This is an optimization exercise on Yosys and OpenROAD, whose aim is small area, a short achievable clock period and few clock cycles, not a production implementation. No run shown here included a check of the RTL's function; only the layout flow was run. No activity file was given, so power comes from the tool's default toggle rates.

`config.mk`:
```
export PLATFORM = sky130hd
export DESIGN_NAME = dither_spi_top
export DESIGN_NICKNAME = dither_spi_top
export VERILOG_FILES = /design/flow/design.v
export SDC_FILE = /design/flow/constraint.sdc
export NUM_CORES = 4
export LEC_CHECK = 0
export CAP_MARGIN = 20
export CORE_MARGIN = 2
export CORE_UTILIZATION = 65
export CTS_BUF_LIST = sky130_fd_sc_hd__clkbuf_16
export CTS_CLUSTER_DIAMETER = 100
export CTS_CLUSTER_SIZE = 24
export SLEW_MARGIN = 20
export SYNTH_MEMORY_MAX_BITS = 4096
```
`constraint.sdc`:
```
create_clock -name core_clock -period 10.0 [get_ports {SPI_CLK}]
set_input_delay 2.0000 -clock core_clock [delete_from_list [all_inputs] [get_ports {SPI_CLK}]]
set_output_delay 2.0000 -clock core_clock [all_outputs]
set_load 0.01 [all_outputs]
```
`design.v`:
```
`timescale 1ns/1ps
`default_nettype none
module dsp_seg #(
    parameter int L = 1,
    parameter int W = 1
) (
    input  logic         clk,
    input  logic         en,
    input  logic         sel,
    input  logic [W-1:0] din,
    output logic [W-1:0] dout,
    output logic [W-1:0] last
);
    logic [W-1:0] st [L];
    always_ff @(posedge clk) begin
        if (en) begin
            st[0] <= din;
            for (int k = 1; k < L; k++) st[k] <= st[k-1];
        end
    end
    assign last = st[L-1];
    assign dout = sel ? st[L-1] : din;
endmodule
module dither_spi_top (
    input  logic SPI_CLK,
    input  logic rst,
    input  logic SPI_CS,
    input  logic SPI_MOSI,
    output logic SPI_MISO,
    output logic frame_ready
);
    localparam logic [1:0] ST_W = 2'd0, ST_H = 2'd1, ST_PIX = 2'd2, ST_OUT = 2'd3;
    logic       cs_q, mosi_q;
    logic [1:0] stg;
    logic [2:0] bc;           
    logic [6:0] sr;           
    logic [3:0] wd, hd;       
    logic [3:0] col, row;     
    logic       p1, p2, p3, p4, p5, p6, rdy, adv_q, fr, mo, tiny, nq;
    logic       fr_o, mo_o, fr_n, mo_n;    
    logic       f_lc, f_fc, f_lr, f_r0, f_last;    
    logic [7:0] pre;          
    logic [7:0] v;            
    logic [6:0] t1;           
    logic [3:0] t2;           
    logic [7:0] s0;           
    logic       w1, w2;       
    logic       wr_pend, rd_pend, wr_now, rd_now, b1, b2, rbit;
    logic [7:0] wp, rp;       
    logic [1:0] fc;           
    logic       bit_take, byte_done, is_last, adv, start, bc7;
    logic [7:0] byte_in;
    assign bit_take  = !cs_q && (stg != ST_OUT);
    assign byte_done = bit_take && (bc == 3'd7);
    assign byte_in   = {sr, mosi_q};
    assign is_last   = f_last;
    assign bc7       = cs_q ? (bc == 3'd7) : (bc == 3'd6);
    assign adv       = fr && !SPI_CS && bc7;
    assign start     = ((stg == ST_PIX) && byte_done && is_last && !tiny) || (rdy && !wr_pend);
    always_ff @(posedge SPI_CLK) begin
        cs_q   <= SPI_CS;
        mosi_q <= SPI_MOSI;
        if (bit_take) sr <= byte_in[6:0];
    end
    always_ff @(posedge SPI_CLK or posedge rst) begin
        if (rst) begin
            stg   <= ST_W;
            bc    <= '0;
            p1    <= 1'b0;
            p2    <= 1'b0;
            p3    <= 1'b0;
            p4    <= 1'b0;
            p5    <= 1'b0;
            p6    <= 1'b0;
            rdy   <= 1'b0;
            adv_q <= 1'b0;
            fr    <= 1'b0;
        end else begin
            if (stg == ST_OUT && adv_q && !fr) bc <= '0;
            else if (stg != ST_OUT ? bit_take : (fr && !cs_q)) bc <= bc + 3'd1;
            p1    <= (stg == ST_PIX) && byte_done;
            p2    <= p1;
            p3    <= p2;
            p4    <= p3;
            p5    <= p4;
            p6    <= p5;
            if (p1 && stg == ST_OUT && tiny) rdy <= 1'b1;
            else if (!wr_pend) rdy <= 1'b0;
            adv_q <= adv;
            fr    <= fr_n;
            case (stg)
                ST_W:   if (byte_done) stg <= ST_H;
                ST_H:   if (byte_done) stg <= ST_PIX;
                ST_PIX: if (byte_done && is_last) stg <= ST_OUT;
                default: if (adv_q && !fr) stg <= ST_W;
            endcase
        end
    end
    always_ff @(posedge SPI_CLK) begin
        case (stg)
            ST_W: if (byte_done) wd <= byte_in[3:0];
            ST_H: begin
                if (byte_done) hd <= byte_in[3:0];
                w1 <= (wd == 4'd1);
                w2 <= (wd == 4'd2);
            end
            default: ;
        endcase
        tiny <= ((hd == 4'd1) && (wd != 4'd0) && (wd <= 4'd4)) ||
                ((wd == 4'd1) && (hd != 4'd0) && (hd <= 4'd4)) || ((wd == 4'd2) && (hd == 4'd2));
        if (stg == ST_W || stg == ST_H || start) begin
            col <= 4'd1;
            row <= 4'd1;
        end else if ((p5 && stg == ST_PIX) || adv_q) begin
            if (col == wd) begin
                col <= 4'd1;
                row <= row + 4'd1;
            end else begin
                col <= col + 4'd1;
            end
        end
    end
    always_ff @(posedge SPI_CLK) begin
        f_lc   <= (col == wd);
        f_fc   <= (col == 4'd1);
        f_lr   <= (row == hd);
        f_r0   <= (row == 4'd1);
        f_last <= (col == wd) && (row == hd);
    end
    logic       n, ga, g3, g5, gf;
    logic [10:0] e7;
    logic [9:0]  e3;
    logic [10:0] e5;
    assign n  = v[7];
    assign ga = !f_lc;
    assign g5 = !f_lr;
    assign g3 = !f_lr && !f_fc;
    assign gf = !f_lr && !f_lc;
    assign e7 = {v, 3'b000} - {3'b000, v};
    assign e3 = {1'b0, v, 1'b0} + {2'b00, v};
    assign e5 = {1'b0, v, 2'b00} + {3'b000, v};
    logic [7:0]  lr [16];
    logic [3:0]  lwp, lrp;       
    logic        lw_pend, lr_pend, lw_now, lr_now;
    logic [7:0]  lb, lrd, lbq;
    logic        cap, acc_q;
    assign lw_now = lw_pend && (lwp[1:0] == 2'd0);
    assign lr_now = lr_pend && (lrp[1:0] == 2'd1);
    always_comb begin
        lrd = lr[0];
        for (int j = 1; j < 4; j++) if (lrp[3:2] == j[1:0]) lrd = lr[4*j];
    end
    always_ff @(posedge SPI_CLK) begin
        for (int q = 0; q < 4; q++) begin
            lr[4*q] <= (lw_now && lwp[3:2] == q[1:0]) ? s0 : lr[(4*q+15) % 16];
            for (int k = 1; k < 4; k++) lr[4*q+k] <= lr[4*q+k-1];
        end
    end
    assign lb  = w1 ? {1'b0, t1} : w2 ? s0 : lrd;
    assign cap = (w1 || w2) ? p6 : lr_now;
    always_ff @(posedge SPI_CLK) begin
        if (cap) lbq <= lb;
    end
    always_ff @(posedge SPI_CLK) begin
        if (stg == ST_W || stg == ST_H) begin
            lrp     <= 4'd2;
            lwp     <= wd;
            lw_pend <= 1'b0;
            lr_pend <= 1'b0;
            acc_q   <= 1'b0;
        end else begin
            acc_q <= cap && !(f_r0 && !f_lc);
            lwp <= lwp + (lw_now ? 4'd2 : 4'd1);
            lrp <= lrp + (lr_now ? 4'd2 : 4'd1);
            if (p3) lw_pend <= 1'b1;
            else if (lw_now) lw_pend <= 1'b0;
            if (p2) lr_pend <= 1'b1;
            else if (lr_now) lr_pend <= 1'b0;
        end
    end
    always_ff @(posedge SPI_CLK) begin
        if (stg == ST_W || stg == ST_H) begin
            pre <= '0;
            t2  <= '0;
        end else begin
            if (byte_done) v <= byte_in + pre;
            if (p1) begin
                v  <= v + {7'd0, n};    
                nq <= n;
            end
            if (p2) begin
                s0  <= g3 ? {2'b00, e3[9:4]} : 8'd0;
                pre <= ga ? {1'b0, e7[10:4]} : 8'd0;
            end
            if (p3) s0 <= s0 + {1'b0, t1};
            if (p4) t1 <= g5 ? e5[10:4] : 7'd0;
            if (p5) begin
                t1 <= t1 + {3'd0, t2};
                t2 <= gf ? v[7:4] : 4'd0;
            end
            if (acc_q) pre <= pre + lbq;
        end
    end
    logic [255:0] ring;
    logic [31:0]  wsel;
    assign rd_now = fr && rd_pend && (rp[2:0] == 3'd1);
    always_comb begin
        wsel = '0;
        wsel[wp[7:3]] = wr_now;
    end
    always_ff @(posedge SPI_CLK) begin
        for (int q = 0; q < 32; q++) begin
            ring[8*q] <= wsel[q] ? nq : ring[(8*q+255) % 256];
            for (int k = 1; k < 8; k++) ring[8*q+k] <= ring[8*q+k-1];
        end
    end
    always_comb begin
        rbit = 1'b0;
        for (int j = 0; j < 32; j++) if (rp[7:3] == j[4:0]) rbit = ring[8*j];
    end
    always_ff @(posedge SPI_CLK) begin
        if (stg == ST_W || stg == ST_H) begin
            wp      <= 8'd0;
            rp      <= 8'd2;
            wr_pend <= 1'b0;
            wr_now  <= 1'b0;
            rd_pend <= 1'b0;
            fc      <= 2'd0;
        end else begin
            wp <= wp + (wr_now ? 8'd2 : 8'd1);
            if (p1) wr_pend <= 1'b1;
            else if (wr_now) wr_pend <= 1'b0;
            wr_now <= (wp[2:0] == 3'd7) && (p1 || wr_pend);
            if (p1 && fc != 2'd3) fc <= fc + 2'd1;
            rp <= rp + (adv_q ? 8'd2 : 8'd1);
            if (adv_q) begin
                b1      <= rd_now ? rbit : b2;
                rd_pend <= 1'b1;
            end else if (rd_now) begin
                b2      <= rbit;
                rd_pend <= 1'b0;
            end else if (p1 && fc == 2'd1) begin
                b1 <= n;
            end else if (p1 && fc == 2'd2) begin
                b2 <= n;
            end
        end
        mo   <= mo_n;
        mo_o <= (stg == ST_W || stg == ST_H) ? 1'b0 : mo_n;
        fr_o <= fr_n && !rst;
    end
    assign fr_n = start ? 1'b1 : (adv && is_last) ? 1'b0 : fr;
    assign mo_n = adv ? b1 : (p1 && fc == 2'd0 && stg != ST_W && stg != ST_H) ? n : mo;
    assign SPI_MISO    = mo_o;
    assign frame_ready = fr_o;
endmodule
`default_nettype wire
```
`flow/run.sh`:
```
#!/bin/bash
bash standard.sh SETUP_SLACK_MARGIN=7 TNS_END_PERCENT=0 \
    BUFFER_PORTS_ARGS="-buffer_cell sky130_fd_sc_hd__buf_4" finish > standard.log 2>&1
```
`standard.sh`:
```
#!/bin/bash
# synth_recipe.tcl (not shown) runs the flow's synth.tcl, then flattens the netlist and writes it again
# the make line also repeats each setting of config.mk as NAME=value (left out here)
make -C /OpenROAD-flow-scripts/flow DESIGN_CONFIG=/design/flow/config.mk WORK_HOME=/design/flow/orfs CLKGATE_MAP_FILE= SYNTH_SCRIPT=/design/flow/synth_recipe.tcl "${@:-finish}"
```
==> results of run 1 <==
==> final cells by class <==
cell class,instances,area [µm²]
Inverter,56,210
Fill cell,1756,7520
Timing Repair Buffer,7,60.1
Tap cell,330,413
Clock buffer,25,626
Multi-Input combinational cell,741,5470
Clock inverter,8,45.0
Sequential cell,512,10800
==> synthesized netlist by cell type, drive strengths merged (9+ instances only) <==
cell type,instances,share of area (%)
a211oi,9,0.47
a21o,13,0.59
a21oi,52,1.6
and2,11,0.41
buf,15,0.46
clkbuf,24,0.54
dfrtp,14,2.1
dfxtp,447,54
edfxtp,51,9.2
ha,74,5.6
inv,54,1.2
mux2,67,4.5
mux2i,18,1.1
mux4,9,1.2
nand2,108,2.4
nand2b,15,0.56
nand3,19,0.57
nor2,75,1.7
nor2b,14,0.53
nor3,24,0.75
o21ai,51,1.6
o22ai,12,0.45
xnor2,38,2.0
xor2,38,2.0
==> how the worst max path moves through the flow <==
stage,startpoint,endpoint,slack (ns),depth (start not counted)
2_1_floorplan,SPI_CS,fr_o,7.22,4
3_3_place_gp,SPI_CS,fr_o,7.03,5
3_5_place_dp,SPI_CS,fr_o,6.96,5
4_1_cts,fr_o,frame_ready,6.99,1
5_1_grt,mo_o,SPI_MISO,6.99,1
6_report,fr_o,frame_ready,7.02,1
==> metal layers <==
layer	routed length, µm	track usage, %	part of all wire, %
met1	13400	28.4	46
met2	13900	38.1	47
met3	791	2.83	2.7
met4	1170	8.53	4.0
met5	0	0	0
==> per-stage QoR <==
step                instance area [µm²]  instances  hold slack [ns]  setup WS (ns)
finish                            17700       1679            0.324           7.02
global route                      17700       1679            0.333           6.99
CTS                               17700       1679            0.329           6.99
detailed placement                17000       1646            0.312           6.96
global placement                  17000       1646            0.310           7.03
floorplan                         16700       1348            0.310           7.22
==> cells by family (layout without fill, tap and decap cells) <==
family / after synthesis / count (layout)
compound gates: 179 / 179
xor+xnor: 76 / 76
fa+ha+maj: 80 / 80
buf+inv: 95 / 96
flops: 512 / 512
mux: 94 / 94
simple gates: 312 / 312
==> cell usage in the layout, fill, tap and decap left out, types with 15 or more instances in the layout <==
cell type  count
nor2_1        75
xor2_1        38
mux2i_1       18
nor3_1        23
dfxtp_1      445
a21oi_1       52
mux2_2        67
nand2_1      108
xnor2_1       38
inv_1         57
o21ai_0       50
nand3_1       19
edfxtp_1      51
clkbuf_16     25
nand2b_1      15
ha_1          74
==> power breakdown <==
part           internal [mW]  total, mW  switching [mW]  leakage [nW]
clock                  0.455       1.05           0.597         0.348
sequential              2.13       2.20          0.0689          4.27
combinational          0.124      0.308           0.184          2.40
==> flip-flops by register name (all words and copies together) (netlist names), 3 cells and up <==
signal,count
pre,8
lbq,8
col,4
bc,3
wd,4
s0,8
t2,4
lr,128
t1,7
lrp,4
rp,8
lwp,4
hd,4
row,4
wp,8
v,8
ring,256
sr,7
==> repair_timing <==
| action | in CTS | in global routing |
|---|---|---|
| resized for setup | 3 | 1 |
| setup endpoints to repair | 2 | 2 |
| hold endpoints to repair | 0 | 0 |
==> summary.txt, run 1 <==
Logic synthesis
  • Ys async rst share: 2.73%
  • YS warnings: 2
  • Synth Area in Adders: 6.27%
  • Post-synthesis net count: 1,432
  • Synth Area in Simple Gates: 9.03%
  • Post-Syn Instances: 1,348
  • Sequential fraction of the synthesis area: 64.9%
  • Main combinational cell family by area after synthesis: simple AND/OR/NAND/NOR gates
  • XOR/XNOR Fraction of Synth Area: 3.99%
  • Netlist cell types: 70
  • EDFF count, synth: 51
  • Compound-Gate Fraction of Synth Area: 6.70%
  • Post-synth top flop: dfxtp_1
  • Syn_area_per_cell: 12.4 µm²
  • Flops & latches, synth: 512
  • Mux share of post-synthesis cell area: 6.82%
  • Cell area after synthesis: 0.0167 mm²

Finish
  • Antenna cells: 0
  • Number of nets in the layout: 1,427
  • Area Overhead vs Synth: 5.87%
  • Ratio of cells with drive above 1 in the final layout: 9.56%
  • Post-layout util: 70.1%

Clock tree
  • Root buffer cell: clkbuf_16
  • CTS tree: done
  • H-tree levels: 1
  • Worst-Skew Late Latency: 0.56 ns
  • CTS sink count: 512
  • Clock tree buffer depth: 3
  • Setup Buffers After CTS: 0
  • TritonCTS Buffers: 25
  • Worst-path clk slew: 0.09 ns
  • CTS Hold Bufs: 0

Worst setup path
  • CP required: 8.00 ns
  • CP cell instances: buf_6
  • Critical R2R Launch: v[7]
  • Delay-heaviest family, CP: flip-flops
  • CP bufs+invs: 1
  • Worst stage delay on the critical path: 0.33 ns
  • Flop-to-flop setup slack: 7.29 ns
  • Critical path peak fanout: 1
  • Crit end category: primary output
  • Crit path launch type: register
  • Worst path slowest cell: dfxtp_2
  • Worst Reg2Reg Path Length in Cells: 8
  • R2R Path End: pre[6]
  • Crit Path Category: reg2out
  • CP arrival: 0.98 ns

STA
  • Fin crit share: 29.8%
  • Peak Freq: 0.335 GHz
  • Actual slew at the worst max-slew pin: 1.07 ns
  • Final min period: 2.98 ns
  • Max Slew Vio Count: 0
  • RSZ-0062 raised after global routing: yes
  • Slew Limit Headroom: 28.1%
  • Layout Skew: 0.0194 ns
  • Final setup fails: 0
  • Hold Vio Cnt, Final: 0
  • Setup TNS: 0 ns

Outcome
  • Status: finished clean

Min path
  • Hold path startpoint: ring[173]
  • Endpoint, Worst Hold: ring[174]
  • HP Class: reg2reg
  • Hold Path Depth: 0

GRT
  • First-pass GRT wire length: 46.7 mm
  • Gr usage total: 22.1%
  • Global route overflow: 0
  • Antenna violations before repair: 0
  • Largest net degree at the start of global routing: 49
  • Vias in the first global route: 9,076

Floorplan
  • I/O pin total: 6
  • Die Ht: 164 µm
  • Core Area: 0.0252 mm²
  • DIE WIDTH: 164 µm
  • Starting density of the core: 66.2%
  • Die Area: 0.0270 mm²
  • Cell Rows: 58

Pwr
  • Total power: 3.56 mW
  • LEAKAGE: 7.01 nW
  • VDD IR-drop max: 0.196 mV
  • Power density cells: 202 mW/mm²

Routing
  • Pre-antenna DRT Iters: 5
  • Iter 0 DRT Violations: 617
  • DR DRC count: 0
  • Detail Route Antenna Nets: 0
  • Detailed Route WL: 29.2 mm
  • Wire per inst: 17.4 µm
  • Routed via count: 9,167
  • Vias per cell: 5.46

Placement
  • DP Wirelength: 20.0 mm
  • Placer Congestion: 0.858
  • Buffers on Ports: 5

Flow run
  • MaxCap Viol Count: 0
==> run 2, diff against run 1 <==
--- a/design.v
+++ b/design.v
@@ -37,5 +37,5 @@
     logic [3:0] wd, hd;       
     logic [3:0] col, row;     
-    logic       p1, p2, p3, p4, p5, p6, rdy, adv_q, fr, mo, tiny, nq;
+    logic       p1, p2, p3, p4, p5, p6, rdy, adv_q, fr, mo, nq;
     logic       fr_o, mo_o, fr_n, mo_n;    
     logic       f_lc, f_fc, f_lr, f_r0, f_last;    
@@ -57,6 +57,13 @@
     assign bc7       = cs_q ? (bc == 3'd7) : (bc == 3'd6);
     assign adv       = fr && !SPI_CS && bc7;
-    assign start     = ((stg == ST_PIX) && byte_done && is_last && !tiny) || (rdy && !wr_pend);
-    always_ff @(posedge SPI_CLK) begin
+    assign start     = rdy && !wr_pend;
+    always_ff @(posedge SPI_CLK) begin
+        p1     <= (stg == ST_PIX) && byte_done;
+        p2     <= p1;
+        p3     <= p2;
+        p4     <= p3;
+        p5     <= p4;
+        p6     <= p5;
+        adv_q  <= adv;
         cs_q   <= SPI_CS;
         mosi_q <= SPI_MOSI;
@@ -67,25 +74,11 @@
             stg   <= ST_W;
             bc    <= '0;
-            p1    <= 1'b0;
-            p2    <= 1'b0;
-            p3    <= 1'b0;
-            p4    <= 1'b0;
-            p5    <= 1'b0;
-            p6    <= 1'b0;
             rdy   <= 1'b0;
-            adv_q <= 1'b0;
             fr    <= 1'b0;
         end else begin
             if (stg == ST_OUT && adv_q && !fr) bc <= '0;
             else if (stg != ST_OUT ? bit_take : (fr && !cs_q)) bc <= bc + 3'd1;
-            p1    <= (stg == ST_PIX) && byte_done;
-            p2    <= p1;
-            p3    <= p2;
-            p4    <= p3;
-            p5    <= p4;
-            p6    <= p5;
-            if (p1 && stg == ST_OUT && tiny) rdy <= 1'b1;
+            if (p1 && stg == ST_OUT) rdy <= 1'b1;
             else if (!wr_pend) rdy <= 1'b0;
-            adv_q <= adv;
             fr    <= fr_n;
             case (stg)
@@ -107,6 +100,4 @@
             default: ;
         endcase
-        tiny <= ((hd == 4'd1) && (wd != 4'd0) && (wd <= 4'd4)) ||
-                ((wd == 4'd1) && (hd != 4'd0) && (hd <= 4'd4)) || ((wd == 4'd2) && (hd == 4'd2));
         if (stg == ST_W || stg == ST_H || start) begin
             col <= 4'd1;
@@ -161,4 +152,5 @@
     always_ff @(posedge SPI_CLK) begin
         if (cap) lbq <= lb;
+        acc_q <= cap && !(f_r0 && !f_lc) && (stg == ST_PIX || stg == ST_OUT);
     end
     always_ff @(posedge SPI_CLK) begin
@@ -168,7 +160,5 @@
             lw_pend <= 1'b0;
             lr_pend <= 1'b0;
-            acc_q   <= 1'b0;
-        end else begin
-            acc_q <= cap && !(f_r0 && !f_lc);
+        end else begin
             lwp <= lwp + (lw_now ? 4'd2 : 4'd1);
             lrp <= lrp + (lr_now ? 4'd2 : 4'd1);
==> flow/run.sh (replaced) <==
#!/bin/bash
bash standard.sh SETUP_SLACK_MARGIN=7 TNS_END_PERCENT=0 \
    BUFFER_PORTS_ARGS="-buffer_cell sky130_fd_sc_hd__buf_4" \
    CTS_ARGS="-sink_clustering_enable -repair_clock_nets -buf_list sky130_fd_sc_hd__clkbuf_16 -sink_clustering_size 24 -sink_clustering_max_diameter 100 -root_buf sky130_fd_sc_hd__clkbuf_16" \
    finish > standard.log 2>&1
--- a/config.mk
+++ b/config.mk
@@ -9,7 +9,7 @@
 export CORE_MARGIN = 2
 export CORE_UTILIZATION = 65
-export CTS_BUF_LIST = sky130_fd_sc_hd__clkbuf_16
-export CTS_CLUSTER_DIAMETER = 100
-export CTS_CLUSTER_SIZE = 24
+export CTS_BUF_LIST = sky130_fd_sc_hd__clkbuf_8
+export CTS_CLUSTER_DIAMETER = 60
+export CTS_CLUSTER_SIZE = 20
 export SLEW_MARGIN = 20
 export SYNTH_MEMORY_MAX_BITS = 4096
==> summary.txt, run 2 <==
Logic synthesis
  • Synth top area cells: dfxtp_1 (55%), edfxtp_1 (9.3%), ha_1 (5.7%)
  • Commonest cells post-synth: dfxtp_1 (453), nand2_1 (115), nor2_1 (82), ha_1 (75), mux2_2 (65)
  • Post-synth top flop: dfxtp_1
  • Synth Area in Adders: 6.42%
  • Netlist cell types: 60
  • Compound-Gate Fraction of Synth Area: 6.38%
  • Synth Area in Simple Gates: 9.01%
  • Post-synthesis net count: 1,415
  • Syn_area_per_cell: 12.4 µm²
  • Ys async rst share: 1.37%
  • Flops & latches, synth: 511
  • Sequential fraction of the synthesis area: 65.3%
  • Mux share of post-synthesis cell area: 6.52%
  • YS warnings: 2
  • Main combinational cell family by area after synthesis: simple AND/OR/NAND/NOR gates
  • Dominant cell type by area after synthesis: dfxtp_1
  • Post-Syn Instances: 1,330
  • EDFF count, synth: 51
  • Top-count cell post-synth: dfxtp_1
  • XOR/XNOR Fraction of Synth Area: 4.14%
  • Cell area after synthesis: 0.0165 mm²
  • Top-area cell type share of the netlist area: 55.0%

Finish
  • Finished Layout Cells: 1,665
  • Number of flip-flops in the largest register: 256
  • Number of nets in the layout: 1,413
  • Post-route cell area: 0.0175 mm²
  • Area Overhead vs Synth: 6.04%
  • Ratio of cells with drive above 1 in the final layout: 9.29%
  • Commonest non-fill, non-tap cell in the layout: dfxtp_1
  • Commonest cells after routing, fill and taps aside: dfxtp_1 (451), nand2_1 (115), nor2_1 (82)
  • Post-layout util: 69.9%
  • Antenna cells: 0
  • Biggest register: ring
  • Regs by FF count: ring: 256 flops, lr: 128 flops

Clock tree
  • Root buffer cell: clkbuf_16
  • CTS sink count: 511
  • CTS tree: done
  • H-tree levels: 1
  • Clock tree buffer depth: 3
  • Worst-path clk slew: 0.10 ns
  • TritonCTS Buffers: 25
  • CTS Hold Bufs: 0
  • Worst-Skew Late Latency: 0.57 ns

STA
  • Hold WS: 0.320 ns
  • Worst setup margin: 7.00 ns
  • Max Slew Vio Count: 0
  • RSZ-0062 raised after global routing: yes
  • Slew Limit Headroom: 30.2%
  • Setup TNS: 0 ns
  • Layout Skew: 0.0187 ns
  • Hold Vio Cnt, Final: 0
  • Peak Freq: 0.333 GHz
  • Final min period: 3.00 ns
  • Fin crit share: 30.0%
  • Actual slew at the worst max-slew pin: 1.05 ns
  • Final setup fails: 0

Worst setup path
  • Crit path launch type: register
  • R2R Path End: b1
  • CP cell instances: buf_6
  • Critical R2R Launch: rp[3]
  • Worst stage delay on the critical path: 0.33 ns
  • Crit end category: primary output
  • CP arrival: 1.00 ns
  • Worst Reg2Reg Path Length in Cells: 7
  • Flop-to-flop setup slack: 7.29 ns
  • Delay-heaviest family, CP: flip-flops
  • Worst path slowest cell: dfxtp_2
  • Crit Path Category: reg2out
  • CP required: 8.00 ns
  • Critical path peak fanout: 1
  • CP bufs+invs: 1

Placement
  • Placed cell count: 1,631
  • Buffers on Ports: 5
  • DP Wirelength: 19.4 mm
  • Placer Congestion: 0.871
  • Dpl ws: 7.03 ns
  • Post-DP Area: 0.0168 mm²

Routing
  • Pre-antenna DRT Iters: 5
  • Detailed Route WL: 28.4 mm
  • Iter 0 DRT Violations: 533
  • Wire per inst: 17.0 µm
  • Detail Route Antenna Nets: 0
  • Routed via count: 8,880
  • DR DRC count: 0
  • Vias per cell: 5.33

Floorplan
  • DIE WIDTH: 163 µm
  • I/O pin total: 6
  • Core Area: 0.0250 mm²
  • Starting density of the core: 65.9%
  • Cell Rows: 58
  • Die Ht: 163 µm
  • Die Area: 0.0267 mm²

Flow run
  • MaxCap Viol Count: 0

GRT
  • Gr usage total: 22.0%
  • Global route overflow: 0
  • First-pass GRT wire length: 45.9 mm
  • Antenna violations before repair: 0
  • Vias in the first global route: 8,824
  • Largest net degree at the start of global routing: 45

Outcome
  • Status: finished clean

Pwr
  • Total power: 3.70 mW
  • VDD IR-drop max: 0.173 mV
  • LEAKAGE: 6.99 nW
  • Power density cells: 211 mW/mm²

Min path
  • Hold path startpoint: lr[13][1]
  • Endpoint, Worst Hold: lr[14][1]
  • HP Class: reg2reg
  • Hold Path Depth: 0
==> run 2: cell types whose count changed after synthesis, moves of 5 or more <==
cell	previous run	this run
a21oi_1	52	45
dfrtp_1	14	7
dfxtp_1	447	453
nand2_1	108	115
nand3_1	19	24
nor2_1	75	82
nor3_1	23	15
nor3b_1	4	9
o21ai_0	50	44
or3_1	8	3
==> run 2: cell type report <==
type                       count  area, µm²
clock buffer                  25        626
clock inverter                 9       62.6
sequential                   511      10800
multi-input combinational    731       5350
timing repair buffer           7       60.1
fill                        1778       7550
tap                          330        413
inverter                      52        195
==> run 2: routing by layer <==
metal | global-route usage (%) | vias up | wire (µm)
li1 | - | 4508 | -
met1 | 28.3 | 4203 | 13000
met2 | 38.0 | 105 | 13600
met3 | 3.10 | 64 | 786
met4 | 8.09 | 0 | 1020
met5 | 0 | - | 0
==> run 2: worst max-delay path by stage <==
stage,depth (start not counted),start,end,slack (ns)
after CTS,1,fr_o,frame_ready,6.97
after global placement,4,SPI_CS,mo_o,7.10
after global routing,1,mo_o,SPI_MISO,6.96
final,1,fr_o,frame_ready,7.00
after detailed placement,4,SPI_CS,mo_o,7.03
after floorplan,3,SPI_CS,mo_o,7.29
==> run 2: timing repair <==
| action | CTS | global route |
|---|---|---|
| setup endpoints to repair | 2 | 2 |
| setup buffers | 0 | 0 |
| resized for setup | 2 | 2 |
==> run 2: cell families after synthesis <==
| family | count (synthesis) |
|---|---|
| AOI/OAI and AO/OA | 166 |
| muxes | 88 |
| buffers and inverters | 88 |
| xor gates and xnor gates | 78 |
| and+or+nand+nor | 318 |
| adders and majority gates | 81 |
| DFF | 511 |
==> run 2: power breakdown <==
| group | internal [mW] | leakage, nW | switching, mW |
|---|---|---|---|
| Clock | 0.460 | 0.360 | 0.610 |
| Combinational | 0.161 | 2.42 | 0.222 |
| Sequential | 2.15 | 4.21 | 0.0945 |
| Total | 2.77 | 6.99 | 0.927 |
==> run 3, diff against run 2 <==
--- a/design.v
+++ b/design.v
@@ -131,11 +131,18 @@
     assign e3 = {1'b0, v, 1'b0} + {2'b00, v};
     assign e5 = {1'b0, v, 2'b00} + {3'b000, v};
-    logic [7:0]  lr [16];
+    logic [7:0]  lr [15];
     logic [3:0]  lwp, lrp;       
     logic        lw_pend, lr_pend, lw_now, lr_now;
-    logic [7:0]  lb, lrd, lbq;
-    logic        cap, acc_q;
+    logic [7:0]  lb, lrd;
+    logic        acc;
     assign lw_now = lw_pend && (lwp[1:0] == 2'd0);
     assign lr_now = lr_pend && (lrp[1:0] == 2'd1);
+    function automatic logic [3:0] md15(input logic [3:0] p, input logic two);
+        logic [4:0] q, r;
+        q = {1'b0, p} + (two ? 5'd2 : 5'd1);
+        r = q - 5'd15;
+        if (q >= 5'd15) md15 = r[3:0];
+        else md15 = q[3:0];
+    endfunction
     always_comb begin
         lrd = lr[0];
@@ -144,23 +151,19 @@
     always_ff @(posedge SPI_CLK) begin
         for (int q = 0; q < 4; q++) begin
-            lr[4*q] <= (lw_now && lwp[3:2] == q[1:0]) ? s0 : lr[(4*q+15) % 16];
-            for (int k = 1; k < 4; k++) lr[4*q+k] <= lr[4*q+k-1];
+            lr[4*q] <= (lw_now && lwp[3:2] == q[1:0]) ? s0 : lr[(4*q+14) % 15];
+            for (int k = 1; k < 4; k++) if (4*q+k < 15) lr[4*q+k] <= lr[4*q+k-1];
         end
     end
     assign lb  = w1 ? {1'b0, t1} : w2 ? s0 : lrd;
-    assign cap = (w1 || w2) ? p6 : lr_now;
-    always_ff @(posedge SPI_CLK) begin
-        if (cap) lbq <= lb;
-        acc_q <= cap && !(f_r0 && !f_lc) && (stg == ST_PIX || stg == ST_OUT);
-    end
+    assign acc = (w1 || w2) ? p6 : lr_now;
     always_ff @(posedge SPI_CLK) begin
         if (stg == ST_W || stg == ST_H) begin
             lrp     <= 4'd2;
-            lwp     <= wd;
+            lwp     <= (wd == 4'd0) ? 4'd1 : (wd == 4'd15) ? 4'd0 : wd;    
             lw_pend <= 1'b0;
             lr_pend <= 1'b0;
         end else begin
-            lwp <= lwp + (lw_now ? 4'd2 : 4'd1);
-            lrp <= lrp + (lr_now ? 4'd2 : 4'd1);
+            lwp <= md15(lwp, lw_now);
+            lrp <= md15(lrp, lr_now);
             if (p3) lw_pend <= 1'b1;
             else if (lw_now) lw_pend <= 1'b0;
@@ -189,5 +192,5 @@
                 t2 <= gf ? v[7:4] : 4'd0;
             end
-            if (acc_q) pre <= pre + lbq;
+            if (acc && !(f_r0 && !f_lc)) pre <= pre + lb;
         end
     end
==> summary.txt, run 3 <==
Outcome
  • Status: finished clean

Logic synthesis
  • Ys async rst share: 1.42%
  • YS warnings: 2
  • Sequential fraction of the synthesis area: 62.9%
  • Synth top area cells: dfxtp_1 (54%), edfxtp_1 (7.8%), ha_1 (5.8%)
  • Commonest cells post-synth: dfxtp_1 (444), nand2_1 (107), nor2_1 (86), ha_1 (76), mux2_2 (66)
  • Post-synth top flop: dfxtp_1
  • Post-Syn Instances: 1,375
  • Cell area after synthesis: 0.0165 mm²
  • Top-area cell type share of the netlist area: 54.0%
  • Flops & latches, synth: 494
  • Post-synthesis net count: 1,461
  • Syn_area_per_cell: 12.0 µm²
  • Netlist cell types: 73
  • EDFF count, synth: 43
  • Dominant cell type by area after synthesis: dfxtp_1
  • Top-count cell post-synth: dfxtp_1

Pwr
  • Clock network power share: 27.1%
  • Total power: 3.75 mW
  • Sequential share of power: 58.3%
  • VDD IR-drop max: 0.212 mV
  • Comb power frac: 14.6%
  • Switching part of the total power: 26.6%
  • Power density cells: 215 mW/mm²
  • P_sw: 999 µW
  • LEAKAGE: 7.00 nW
  • Pint: 2.75 mW

Finish
  • Antenna cells: 0
  • Number of nets in the layout: 1,456
  • Area Overhead vs Synth: 6.12%
  • Biggest register: ring
  • Commonest non-fill, non-tap cell in the layout: dfxtp_1
  • Regs by FF count: ring: 256 flops, lr: 120 flops
  • Commonest cells after routing, fill and taps aside: dfxtp_1 (441), nand2_1 (107), nor2_1 (86)
  • Ratio of cells with drive above 1 in the final layout: 9.88%
  • Number of flip-flops in the largest register: 256

Clock tree
  • Worst-path clk slew: 0.10 ns
  • CTS tree: done
  • H-tree levels: 1
  • Root buffer cell: clkbuf_16
  • CTS Hold Bufs: 0
  • Worst-Skew Late Latency: 0.56 ns
  • TritonCTS Buffers: 24
  • CTS sink count: 494
  • Clock tree buffer depth: 3

Routing
  • Vias per cell: 5.47
  • Detail Route Antenna Nets: 0
  • DR DRC count: 0
  • Detailed Route WL: 30.1 mm
  • Wire per inst: 17.7 µm
  • Routed via count: 9,326
  • Iter 0 DRT Violations: 620
  • Pre-antenna DRT Iters: 4

GRT
  • Largest net degree at the start of global routing: 44
  • Vias in the first global route: 9,225
  • First-pass GRT wire length: 48.6 mm
  • Gr usage total: 23.3%
  • Global route overflow: 0
  • Antenna violations before repair: 0

Worst setup path
  • Crit path launch type: register
  • Crit Path Category: reg2reg
  • CP arrival: 3.53 ns
  • Critical path peak fanout: 6
  • CP required: 10.50 ns
  • Crit end category: register

STA
  • Actual slew at the worst max-slew pin: 1.02 ns
  • Final setup fails: 0
  • Setup TNS: 0 ns
  • Fin crit share: 30.2%
  • Peak Freq: 0.331 GHz
  • Layout Skew: 0.0304 ns
  • Hold Vio Cnt, Final: 0
  • RSZ-0062 raised after global routing: yes
  • Max Slew Vio Count: 0
  • Hold WS: 0.313 ns
  • Final min period: 3.02 ns
  • Slew Limit Headroom: 31.6%

Placement
  • Placer Congestion: 0.825
  • DP Wirelength: 21.2 mm
  • Buffers on Ports: 5

Floorplan
  • Die Ht: 163 µm
  • I/O pin total: 6
  • Starting density of the core: 65.8%
  • Cell Rows: 58
  • Die Area: 0.0266 mm²
  • DIE WIDTH: 163 µm
  • Core Area: 0.0250 mm²

Min path
  • HP Class: reg2reg

Flow run
  • MaxCap Viol Count: 0
## run 3: cell types whose count changed after synthesis, sizes merged, moves of 5 or more
| cell | previous run | this run |
|---|---|---|
| buf | 13 | 20 |
| o221ai | 0 | 5 |
| nor2 | 82 | 88 |
| dfxtp | 453 | 444 |
| a21boi | 1 | 6 |
| nand3 | 24 | 33 |
| nand2 | 115 | 107 |
| xnor2 | 41 | 33 |
| inv | 49 | 61 |
| a211oi | 9 | 14 |
| o21ai | 44 | 52 |
| or3 | 3 | 9 |
| nor2b | 16 | 22 |
| edfxtp | 51 | 43 |
## run 3: power by group through the flow
stage	combinational, mW	sequential, mW	clock [mW]
3_5_place_dp	0.532	2.24	0
2_1_floorplan	0.460	2.17	0
4_1_cts	0.549	2.19	1.04
5_1_grt	0.618	2.20	1.11
6_report	0.548	2.19	1.02
3_3_place_gp	0.517	2.24	0
## run 3: cell families after synthesis
family	Yosys count	synth area share, %
adders and majority gates	82	6.50
DFF	494	62.9
and+or+nand+nor	339	9.90
AOI/OAI and AO/OA	188	7.32
buffers and inverters	107	2.64
xor gates and xnor gates	72	3.83
muxes	93	6.92
## run 3: timing repair
item	CTS	global route
resized for setup	4	3
setup endpoints to repair	6	7
setup buffers	3	2
endpoints found under the hold margin	0	0
pin swaps	0	4
## run 3: path summary, 6_finish.rpt
check / cells past startpoint / to / slack [ns] / start
hold reg to reg: 0 / ring[245] / 0.31 / ring[244]
hold / removal: 0 / ring[245] / 0.31 / ring[244]
setup / recovery: 10 / pre[7] / 6.98 / lrp[2]
min in group asynchronous: 2 / fr / 1.39 / rst
setup reg to reg: 10 / pre[7] / 6.98 / lrp[2]
max in group asynchronous: 2 / bc[0] / 8.38 / rst
## run 3: worst max-delay path, stage by stage (launching register included)
cell,delay [ns]
dfxtp_4,0.41
mux4_1,0.60
mux2i_1,0.16
o21ai_0,0.10
ha_1,0.23
a21oi_1,0.19
o211ai_1,0.17
o41ai_2,0.40
mux2_4,0.34
mux2_4,0.30
nor2_2,0.07
## run 3: area by class of cell
class / count / area [µm²]
Timing Repair Buffer: 14 / 125
Fill cell: 1834 / 7560
Multi-Input combinational cell: 774 / 5690
Tap cell: 330 / 413
Sequential cell: 494 / 10400
Inverter: 62 / 233
Clock inverter: 8 / 50.0
Clock buffer: 24 / 601
## run 3: metal layers
| layer | share of wire, % | track usage [%] |
|---|---|---|
| met1 | 46 | 30.9 |
| met5 | 0 | 0 |
| met2 | 47 | 39.5 |
| met3 | 3.2 | 2.87 |
| met4 | 3.7 | 8.93 |
## run 3: per-stage QoR
stage | std cells | instance area (µm²) | util [%] | setup WS [ns]
final | 1706 | 17500 | 69.8 | 6.98
after global routing | 1706 | 17500 | 69.8 | 6.85
after CTS | 1703 | 17400 | 69.7 | 6.96
after detailed placement | 1668 | 16700 | 66.9 | 6.44
after global placement | 1668 | 16700 | 66.9 | 6.53
after floorplan | 1375 | 16500 | - | 7.05
==> run 4, diff against run 3 <==
==> flow/run.sh (replaced) <==
#!/bin/bash
bash standard.sh SETUP_SLACK_MARGIN=7 TNS_END_PERCENT=0 \
    BUFFER_PORTS_ARGS="-buffer_cell sky130_fd_sc_hd__buf_4" \
    CTS_ARGS="-sink_clustering_enable -repair_clock_nets -buf_list sky130_fd_sc_hd__clkbuf_8 -sink_clustering_size 20 -sink_clustering_max_diameter 60 -root_buf sky130_fd_sc_hd__clkbuf_16" \
    finish > standard.log 2>&1
==> summary.txt, run 4 <==
Worst setup path
  • Worst stage delay on the critical path: 0.49 ns
  • Worst Reg2Reg Path Length in Cells: 11
  • Crit Path Category: reg2reg
  • CP bufs+invs: 1
  • Critical R2R Launch: lrp[2]
  • CP endpoint: pre[7]
  • CP Launch Point: lrp[2]
  • CP arrival: 3.52 ns
  • Worst path slowest cell: mux4_2
  • CP Depth: 11
  • CP required: 10.47 ns
  • Flop-to-flop setup slack: 6.95 ns
  • CP cell instances: buf_4 -> mux4_2 -> mux2i_1 -> o21ai_0 -> ha_1 -> nand3_1 -> o211ai_1 -> o41ai_2 -> mux2_4 -> mux2_4 -> nor2_2
  • Crit path launch type: register
  • Delay-heaviest family, CP: multiplexers
  • Crit path top cell by count: mux2_4
  • Critical path peak fanout: 6
  • R2R Path End: pre[7]
  • Crit end category: register

STA
  • Max Slew Vio Count: 0
  • Slew Limit Headroom: 31.3%
  • Hold Vio Cnt, Final: 0
  • Layout Skew: 0.0273 ns
  • Final setup fails: 0
  • Actual slew at the worst max-slew pin: 1.03 ns
  • RSZ-0062 raised after global routing: yes
  • Peak Freq: 0.327 GHz
  • Worst setup margin: 6.95 ns
  • Final min period: 3.05 ns
  • Setup TNS: 0 ns
  • Fin crit share: 30.5%

Clock tree
  • Clock tree buffer depth: 3
  • CTS Hold Bufs: 0
  • H-tree levels: 1
  • TritonCTS Buffers: 31
  • Worst-Skew Late Latency: 0.56 ns
  • Root buffer cell: clkbuf_16
  • Worst-path clk slew: 0.12 ns
  • CTS sink count: 494
  • CTS tree: done

Floorplan
  • Cell Rows: 58
  • Die Ht: 163 µm
  • Starting density of the core: 65.8%
  • Die Area: 0.0266 mm²
  • DIE WIDTH: 163 µm
  • Core Area: 0.0250 mm²
  • I/O pin total: 6

Logic synthesis
  • Post-Syn Instances: 1,375
  • Cell area after synthesis: 0.0165 mm²
  • Dominant cell type by area after synthesis: dfxtp_1
  • Ys async rst share: 1.42%
  • Top-area cell type share of the netlist area: 54.0%
  • Post-synth top flop: dfxtp_1
  • Flops & latches, synth: 494
  • Top-count cell post-synth: dfxtp_1
  • YS warnings: 2
  • Commonest cells post-synth: dfxtp_1 (444), nand2_1 (107), nor2_1 (86), ha_1 (76), mux2_2 (66)
  • Sequential fraction of the synthesis area: 62.9%
  • Post-synthesis net count: 1,461
  • EDFF count, synth: 43
  • Synth top area cells: dfxtp_1 (54%), edfxtp_1 (7.8%), ha_1 (5.8%)
  • Syn_area_per_cell: 12.0 µm²
  • Netlist cell types: 73

Pwr
  • VDD IR-drop max: 0.186 mV
  • LEAKAGE: 6.97 nW
  • Power density cells: 210 mW/mm²
  • Total power: 3.66 mW

Placement
  • Buffers on Ports: 5
  • Placer Congestion: 0.825
  • Dpl ws: 6.44 ns
  • DP Wirelength: 21.2 mm

Finish
  • Biggest register: ring
  • Commonest non-fill, non-tap cell in the layout: dfxtp_1
  • Fillers: 1,842
  • Regs by FF count: ring: 256 flops, lr: 120 flops
  • Area Overhead vs Synth: 5.63%
  • Post-layout util: 69.5%
  • Antenna cells: 0
  • Ratio of cells with drive above 1 in the final layout: 10.9%
  • Number of nets in the layout: 1,463
  • Number of flip-flops in the largest register: 256
  • Commonest cells after routing, fill and taps aside: dfxtp_1 (441), nand2_1 (107), nor2_1 (86)

GRT
  • Global route overflow: 0
  • Largest net degree at the start of global routing: 44
  • Gr usage total: 23.0%
  • First-pass GRT wire length: 48.0 mm
  • Vias in the first global route: 9,226
  • Antenna violations before repair: 0

Routing
  • Routed via count: 9,367
  • DR DRC count: 0
  • Iter 0 DRT Violations: 650
  • Vias per cell: 5.45
  • Detailed Route WL: 29.8 mm
  • Wire per inst: 17.3 µm
  • Pre-antenna DRT Iters: 7
  • Detail Route Antenna Nets: 0

Flow run
  • MaxCap Viol Count: 0

Min path
  • HP Class: reg2reg

Outcome
  • Status: finished clean
run 4: cell counts after synthesis:
Identical to the previous run, type by type.
run 4: how the worst min path moves through the flow:
stage	from	end	slack, ns	cells after the start
3_3_place_gp	ring[237]	ring[238]	0.31	0
4_1_cts	ring[246]	ring[247]	0.33	0
3_5_place_dp	ring[137]	ring[138]	0.31	0
5_1_grt	ring[36]	ring[37]	0.33	0
2_1_floorplan	lr[9][0]	lr[10][0]	0.31	0
6_report	ring[246]	ring[247]	0.32	0
run 4: cell type report:
| cell class | instances | area (µm²) | area share [%] |
|---|---|---|---|
| clock buffers | 31 | 460 | 2.65 |
| clock inverters | 13 | 106 | 0.611 |
| inverters | 62 | 233 | 1.34 |
| multi-input cells | 774 | 5690 | 32.7 |
| flip-flops and latches | 494 | 10400 | 59.6 |
| well taps | 330 | 413 | 2.37 |
| repair buffers | 14 | 129 | 0.741 |
run 4: kinds of logic after synthesis:
| group | Yosys count | share of synthesized area [%] |
|---|---|---|
| xor gates and xnor gates | 72 | 3.83 |
| muxes | 93 | 6.92 |
| and+or+nand+nor | 339 | 9.90 |
| buffers and inverters | 107 | 2.64 |
| AOI/OAI and AO/OA | 188 | 7.32 |
| adders and majority gates | 82 | 6.50 |
| DFF | 494 | 62.9 |
run 4: layer usage:
metal | track usage [%] | vias to the layer above | routed length [µm]
met1 | 30.1 | 4462 | 13700
li1 | - | 4682 | -
met2 | 38.6 | 158 | 14000
met5 | 0 | - | 0
met3 | 3.20 | 65 | 928
met4 | 9.45 | 0 | 1160
run 4: power by group:
group	switching (mW)	internal [mW]	leakage, nW
Clock	0.590	0.333	0.306
Sequential	0.103	2.09	4.06
Combinational	0.317	0.232	2.60
Total	1.01	2.65	6.97
run 4: through the flow:
| step | area (µm²) | cells | hold slack, ns |
|---|---|---|---|
| after global routing | 17400 | 1718 | 0.329 |
| after CTS | 17400 | 1715 | 0.326 |
| after global placement | 16700 | 1668 | 0.310 |
| after detailed placement | 16700 | 1668 | 0.312 |
| after floorplan | 16500 | 1375 | 0.310 |
| final | 17400 | 1718 | 0.319 |
run 4: repair_timing:
| item | 4_1_cts | 5_1_grt |
|---|---|---|
| setup endpoints to repair | 6 | 7 |
| pin swaps | 0 | 4 |
| setup buffers | 3 | 2 |
| resized for setup | 6 | 2 |

## re-timing with driven ports
In the flow no input, the clock included, has a driving cell. The finished layouts below were timed again as built, in two steps. Step 1 (the two cells are an assumption about what drives the block):
set clk [get_ports {SPI_CLK}]
set_driving_cell -lib_cell sky130_fd_sc_hd__clkbuf_16 $clk
set_driving_cell -lib_cell sky130_fd_sc_hd__buf_2 [delete_from_list [all_inputs] $clk]
Step 2 times the ports against the registers' clock, not the clock port: input delays grow and output delays shrink by t, the midpoint of the rising clock arrivals with the driver on. Slacks: ideal / step 1 / step 2; pairs: ideal / step 1.
run | t (ns) | setup WS [ns] | worst data-port slew with drivers (ns)
run 1 | 0.595 | 7.018 / 6.969 / 6.979 | 0.03
run 2 | 0.604 | 6.997 / 6.949 / 7.011 | 0.03
run 3 | 0.591 | 6.975 / 6.937 / 6.975 | 0.03
run 4 | 0.591 | 6.946 / 6.946 / 6.946 | 0.03
After both steps every run listed still meets setup and hold. The setup slack of run 1, which loses most, moves by -0.049 ns with the drivers and by -0.039 ns with both steps.
